What follows belongs to an exercise in optimizing a design on an open flow for a short achievable clock period and few clock cycles per item; a production flow would make more cautious choices. The RTL was checked by simulation tests, not by an equivalence proof against the original design.

## flow/run.sh

```bash
#!/bin/bash
# synth_recipe.tcl (not shown) runs the flow's synth.tcl, then flattens the netlist and writes it again
# the make line also repeats each setting of config.mk as NAME=value (left out here)
make -C /OpenROAD-flow-scripts/flow DESIGN_CONFIG=/design/flow/config.mk WORK_HOME=/design/flow/orfs CLKGATE_MAP_FILE= SYNTH_SCRIPT=/design/flow/synth_recipe.tcl finish
```

## flow/config.mk

```make
export PLATFORM = sky130hd
export DESIGN_NAME = goertzel_multi
export DESIGN_NICKNAME = goertzel_multi
export VERILOG_FILES = /design/flow/design.v
export SDC_FILE = /design/flow/constraint.sdc
export NUM_CORES = 4
export LEC_CHECK = 0
export CAP_MARGIN = 20
export CORE_MARGIN = 2
export CORE_UTILIZATION = 40
export SLEW_MARGIN = 20
```

## flow/constraint.sdc

```tcl
create_clock -name core_clock -period 13.0 [get_ports {dsp_clk}]
set_input_delay 2.6000 -clock core_clock [delete_from_list [all_inputs] [get_ports {dsp_clk}]]
set_output_delay 2.6000 -clock core_clock [all_outputs]
set_load 0.01 [all_outputs]
```

## flow/design.v

```verilog
module goertzel_multi #(
  parameter int NUM_BINS     = 4,
  parameter int LOG2_SAMPLES = 9,
  parameter int D_W          = 16,
  parameter int S_W          = 8,
  parameter int FRAC         = 14
) (
  input  logic                    dsp_clk,
  input  logic                    rst_n,
  input  logic                    start,
  input  logic                    coef_wr,
  input  logic [2:0]              coef_idx,
  input  logic [D_W-1:0]          coef_val,
  output logic [LOG2_SAMPLES-1:0] sample_address,
  input  logic [S_W-1:0]          sample_data_in,
  output logic                    busy,
  output logic                    mag_valid,
  input  logic                    mag_ready,
  output logic [2:0]              mag_bin,
  output logic [D_W-1:0]          mag_data,
  output logic                    frame_done
);
  localparam int PW = 2 * D_W;
  localparam int W2 = 2 * D_W + 2;
  localparam logic signed [W2-1:0] SAT_HI = {{(W2-D_W+1){1'b0}}, {(D_W-1){1'b1}}};
  localparam logic signed [W2-1:0] SAT_LO = {{(W2-D_W+1){1'b1}}, {(D_W-1){1'b0}}};
  typedef enum logic [2:0] {IDLE, FETCH, ITER, POST, OUT} state_t;
  state_t state_q, state_d;
  logic signed [D_W-1:0]    coef_q [8];
  logic signed [D_W-1:0]    s1_q   [8];
  logic signed [D_W-1:0]    s2_q   [8];
  logic [LOG2_SAMPLES-1:0]  addr_q;
  logic [2:0]               bin_q;
  logic [1:0]               post_cnt_q;
  logic signed [S_W-1:0]    x_q;
  logic signed [W2-1:0]     t_q;
  logic signed [W2-1:0]     e_q;
  logic [D_W-1:0]           mag_q;
  logic                     done_q;
  logic                     last_bin;
  logic                     last_smp;
  logic                     coef_ok;
  logic signed [S_W-1:0]    x_cur;
  logic signed [D_W-1:0]    c_cur;
  logic signed [D_W-1:0]    s1_cur;
  logic signed [D_W-1:0]    s2_cur;
  logic signed [PW-1:0]     cs1;
  logic signed [PW-1:0]     cs1_sh;
  logic signed [W2-1:0]     s0_full;
  logic signed [D_W-1:0]    s0_sat;
  logic signed [W2-1:0]     e_d;
  logic [D_W-1:0]           p_clamp;
  assign last_bin = (bin_q == 3'(NUM_BINS - 1));
  assign last_smp = (addr_q == {LOG2_SAMPLES{1'b1}});
  assign coef_ok  = ({1'b0, coef_idx} < 4'(NUM_BINS));
  assign x_cur  = (bin_q == 3'd0) ? $signed(sample_data_in) : x_q;
  assign c_cur  = coef_q[bin_q];
  assign s1_cur = s1_q[bin_q];
  assign s2_cur = s2_q[bin_q];
  assign cs1     = PW'(c_cur) * PW'(s1_cur);
  assign cs1_sh  = cs1 >>> FRAC;
  assign s0_full = W2'(x_cur) + W2'(cs1_sh) - W2'(s2_cur);
  always_comb begin
    s0_sat = s0_full[D_W-1:0];
    if (s0_full > SAT_HI) begin
      s0_sat = SAT_HI[D_W-1:0];
    end else if (s0_full < SAT_LO) begin
      s0_sat = SAT_LO[D_W-1:0];
    end
  end
  assign e_d = W2'(s1_cur) * W2'(s1_cur) + W2'(s2_cur) * W2'(s2_cur) - t_q * W2'(s2_cur);
  always_comb begin
    p_clamp = e_q[D_W-1:0];
    if (e_q[W2-1]) begin
      p_clamp = '0;
    end else if (|e_q[W2-2:D_W]) begin
      p_clamp = '1;
    end
  end
  always_comb begin
    state_d = state_q;
    case (state_q)
      IDLE:    if (start) state_d = FETCH;
      FETCH:   state_d = ITER;
      ITER:    if (last_bin) state_d = last_smp ? POST : FETCH;
      POST:    if (post_cnt_q == 2'd2) state_d = OUT;
      OUT:     if (mag_ready) state_d = last_bin ? IDLE : POST;
      default: state_d = IDLE;
    endcase
  end
  always_ff @(posedge dsp_clk) begin
    if (!rst_n) begin
      state_q    <= IDLE;
      addr_q     <= '0;
      bin_q      <= '0;
      post_cnt_q <= '0;
      x_q        <= '0;
      t_q        <= '0;
      e_q        <= '0;
      mag_q      <= '0;
      done_q     <= 1'b0;
      for (int i = 0; i < 8; i++) begin
        coef_q[i] <= '0;
        s1_q[i]   <= '0;
        s2_q[i]   <= '0;
      end
    end else begin
      state_q <= state_d;
      done_q  <= (state_q == OUT) && mag_ready && last_bin;
      case (state_q)
        IDLE: begin
          if (coef_wr && coef_ok) coef_q[coef_idx] <= coef_val;
          if (start) begin
            bin_q      <= '0;
            addr_q     <= '0;
            post_cnt_q <= '0;
            for (int i = 0; i < 8; i++) begin
              s1_q[i] <= '0;
              s2_q[i] <= '0;
            end
          end
        end
        FETCH: bin_q <= '0;
        ITER: begin
          if (bin_q == 3'd0) x_q <= $signed(sample_data_in);
          s2_q[bin_q] <= s1_cur;
          s1_q[bin_q] <= s0_sat;
          if (last_bin) begin
            bin_q  <= '0;
            addr_q <= addr_q + 1'b1;   
          end else begin
            bin_q <= bin_q + 1'b1;
          end
        end
        POST: begin
          post_cnt_q <= (post_cnt_q == 2'd2) ? 2'd0 : post_cnt_q + 1'b1;
          case (post_cnt_q)
            2'd0:    t_q <= W2'(cs1_sh);
            2'd1:    e_q <= e_d;
            default: mag_q <= p_clamp;
          endcase
        end
        OUT: begin
          if (mag_ready) bin_q <= last_bin ? 3'd0 : bin_q + 1'b1;
        end
        default: ;
      endcase
    end
  end
  assign sample_address = addr_q;
  assign busy           = (state_q != IDLE);
  assign mag_valid      = (state_q == OUT);
  assign mag_bin        = bin_q;
  assign mag_data       = mag_q;
  assign frame_done     = done_q;
endmodule
```

==> impl_metrics.env <==
export IMPL_path_clk_slew_ns=0.07
export IMPL_worstMarginPinSlew_ns=1.15
export IMPL_synth_area_mm2=0.0595
export IMPL_yosys_area_top_type="fa_1"
export IMPL_synth_seq_cells=481
export IMPL_ys_warn_count=1
export IMPL_finalSetupViolations=0
export IMPL_dp_final_hpwl_mm=129
export IMPL_worst_path_most_repeated_cell="fa_1"
export IMPL_routedWlPerCell_um=21.3
export IMPL_start_util=0.403
export IMPL_timing_final_crit_period_ns=11.99
export IMPL_grt_pass1_vias=42600
export IMPL_cts_root_buf="clkbuf_16"
export IMPL_syn_to_final_growth_pct=8.80
export IMPL_syn_inst=5638
export IMPL_worst_path_largest_cell_delay_ns=0.73
export IMPL_drcViolationCount=0
export IMPL_r2r_cells=35
export IMPL_clock_sinks=481
export IMPL_synth_distinct_cells=80
export IMPL_track_usage=0.226
export IMPL_drv_cap=0
export IMPL_antenna_found_initial=1
export IMPL_status="complete, no violations"
export IMPL_final_cell_mix="inv_1 (1290), fa_1 (1167), nor2_1 (625)"
export IMPL_final_common_cell="inv_1"
export IMPL_max_slew_margin_rel=0.230
export IMPL_cp_slowest_cell="mux2i_1"
export IMPL_htree_num_levels=2
export IMPL_drtIter0Drc=2648
export IMPL_fin_worst_skew_ns=0.0598
export IMPL_seqCellArea_mm2=0.0135
export IMPL_ys_flop_type="edfxtp_1"
export IMPL_synth_edf_count=384
export IMPL_ys_seq_area_frac=0.226
export IMPL_rrSetupSlack_ns=1.01
export IMPL_rsz0062_at_grt="no"
export IMPL_holdBufCountCts=0
export IMPL_end_kind="flop"
export IMPL_die_area_mm2=0.152
export IMPL_hold_viol=0
export IMPL_drt_total_wl_mm=164
export IMPL_overflow=0
export IMPL_dpl_cell_count=7596
export IMPL_synth_avg_cell_area_um2=10.6
export IMPL_worstPathArrival_ns=12.47
export IMPL_clk_latency_ns=0.66
export IMPL_critPathKind="flop to flop"
export IMPL_place_area_mm2=0.0631
export IMPL_multi_input_area_mm2=0.0407
export IMPL_drive_gt1_frac=0.0672
export IMPL_die_x_um=390
export IMPL_vias=39200
export IMPL_final_cells=7691
export IMPL_num_nets_final=7238
export IMPL_drtPass1Iterations=5
export IMPL_synthArstFlopShare=0
export IMPL_numCtsBuffers=53
export IMPL_final_cell_area_mm2=0.0648
export IMPL_finalWorstSetupSlack_ns=1.01
export IMPL_diodes=0
export IMPL_holdPathStages=2
export IMPL_fp_dieH_um=390
export IMPL_post_cts_setup_buffers=0
export IMPL_grt_pass1_wl_mm=258
export IMPL_min_to="e_q[27]$_SDFFE_PN0P_"
export IMPL_ant_nets=0
export IMPL_reg2reg_to="s1_q[3][2]$_SDFFCE_PN0P_"
export IMPL_finalCritPeriodShare=0.922
export IMPL_ios=63
export IMPL_cp_max_fo=27
export IMPL_setup_tns_ns=0
export IMPL_viasPerCell=5.10
export IMPL_pre_cts_slack_ns=1.20
export IMPL_clock_fmax_ghz=0.0834
export IMPL_cts_tree="done"
export IMPL_required_ns=13.48
export IMPL_portBuffers=62
export IMPL_ctsLongestPathBuffers=3
export IMPL_hold_start="e_q[27]$_SDFFE_PN0P_"
export IMPL_synthDominantCellAreaShare=0.393
export IMPL_grt_max_degree=73
export IMPL_rows=141
export IMPL_start_kind="flop"
export IMPL_finalMaxSlewViolations=0
export IMPL_cts_resized=0
export IMPL_gp_congestion=0.907
export IMPL_min_path_type="flop to flop"
export IMPL_coreArea_mm2=0.148
export IMPL_fillCellCount=14000
export IMPL_ys_top_cells_by_area="fa_1 (39%), edfxtp_1 (19%), inv_1 (8.1%), ha_1 (6.7%), nor2_1 (3.9%)"
sequential cells by signal, summed over array words and instances (netlist names), 2 cells and up, named ones only:
name and flops:
e_q 34, t_q 18, s2_q 128, state_q 3, bin_q 3, coef_q 128
addr_q 9, s1_q 128, post_cnt_q 2, mag_q 16, x_q 8
stage by stage:
step,utilization,hold WS (ns)
floorplan,-,0.427
global placement,0.427,0.438
detailed placement,0.427,0.444
CTS,0.439,0.452
global route,0.439,0.467
finish,0.439,0.450
layer usage:
metal  track usage  wire length, um  share of wire  vias to the layer above
li1              -                -              -                    17300
met1         0.296            65900           0.40                    20400
met2         0.384            80700           0.49                     1295
met3        0.0325            10800          0.066                      247
met4        0.0782             6630          0.040                        0
met5             0                0              0                        -
critical path: cells and delay by family, from the launching register on:
family / cells / cell delay, ns
fa+ha+maj: 9 / 4.12
compound gates: 10 / 2.99
simple gates: 6 / 1.70
mux: 3 / 1.56
flops: 1 / 0.72
buf+inv: 6 / 0.56
xor+xnor: 1 / 0.14
cell families after synthesis:
logic type	count (synthesis)	share of synthesized area
buffers and inverters	1521	0.0969
muxes	177	0.0506
xor gates and xnor gates	99	0.0146
AOI/OAI and AO/OA	320	0.0348
DFF	481	0.226
and+or+nand+nor	1554	0.117
other	1	0.0000630
adders and majority gates	1485	0.459
cell usage after synthesis, drive strengths merged (21+ instances only):
cell / number
fa: 1167
o21ai: 59
clkbuf: 178
and2: 238
a211oi: 21
nand2: 450
nand3: 44
mux2i: 57
buf: 45
mux2: 24
a21oi: 124
nor2: 625
dfxtp: 97
nor3: 36
xnor2: 74
a21o: 37
nor2b: 32
edfxtp: 384
ha: 318
nand2b: 25
xor2: 25
and3: 33
mux4: 96
inv: 1292
worst max-delay path by stage:
stage               slack (ns)                        end  start  depth (start not counted)
floorplan                 2.34  s1_q[2][10]$_SDFFCE_PN0P_   flop                         40
global placement          1.43  s1_q[2][11]$_SDFFCE_PN0P_   flop                         35
detailed placement        1.20  s1_q[4][12]$_SDFFCE_PN0P_   flop                         35
CTS                       1.19   s1_q[3][2]$_SDFFCE_PN0P_   flop                         35
global route              0.29  s1_q[5][11]$_SDFFCE_PN0P_   flop                         35
finish                    1.01   s1_q[3][2]$_SDFFCE_PN0P_   flop                         35
layout make-up:
| type | instances | share of cell area |
|---|---|---|
| Clock buffer | 67 | 0.0213 |
| Clock inverter | 28 | 0.00471 |
| Inverter | 1298 | 0.0753 |
| Multi-Input combinational cell | 3699 | 0.629 |
| Sequential cell | 481 | 0.208 |
| Tap cell | 1930 | 0.0373 |
| Timing Repair Buffer | 188 | 0.0243 |
Testbench counts, summed over its fixed seeds: cycles 61,848, frames 24.

==> what the ideal ports hide <==
How much do the figures lean on ideal ports? The routed layout below was timed once more, with nothing changed but the port constraints.
Step 1 assumes that a clkbuf_16 drives the clock port and a buf_2 every other input.
Step 2 moves the port delays by t, midway between the first and last clock arrival at a register: inputs arrive t later, outputs are due t later. That takes back most of the time a late clock gives input paths.
Slacks: ideal ports / drivers / drivers and shift; pairs: ideal ports / drivers.
t, ns: 0.701
setup WS [ns]: 1.008 / 1.008 / 1.008
worst slew at a driven data input, ns: 0.06
cell pins on the clock port's net: 1
After both steps this run still meets setup and hold. For this run, drivers alone change the setup slack by 0.000 ns; drivers and shift together by 0.000 ns.
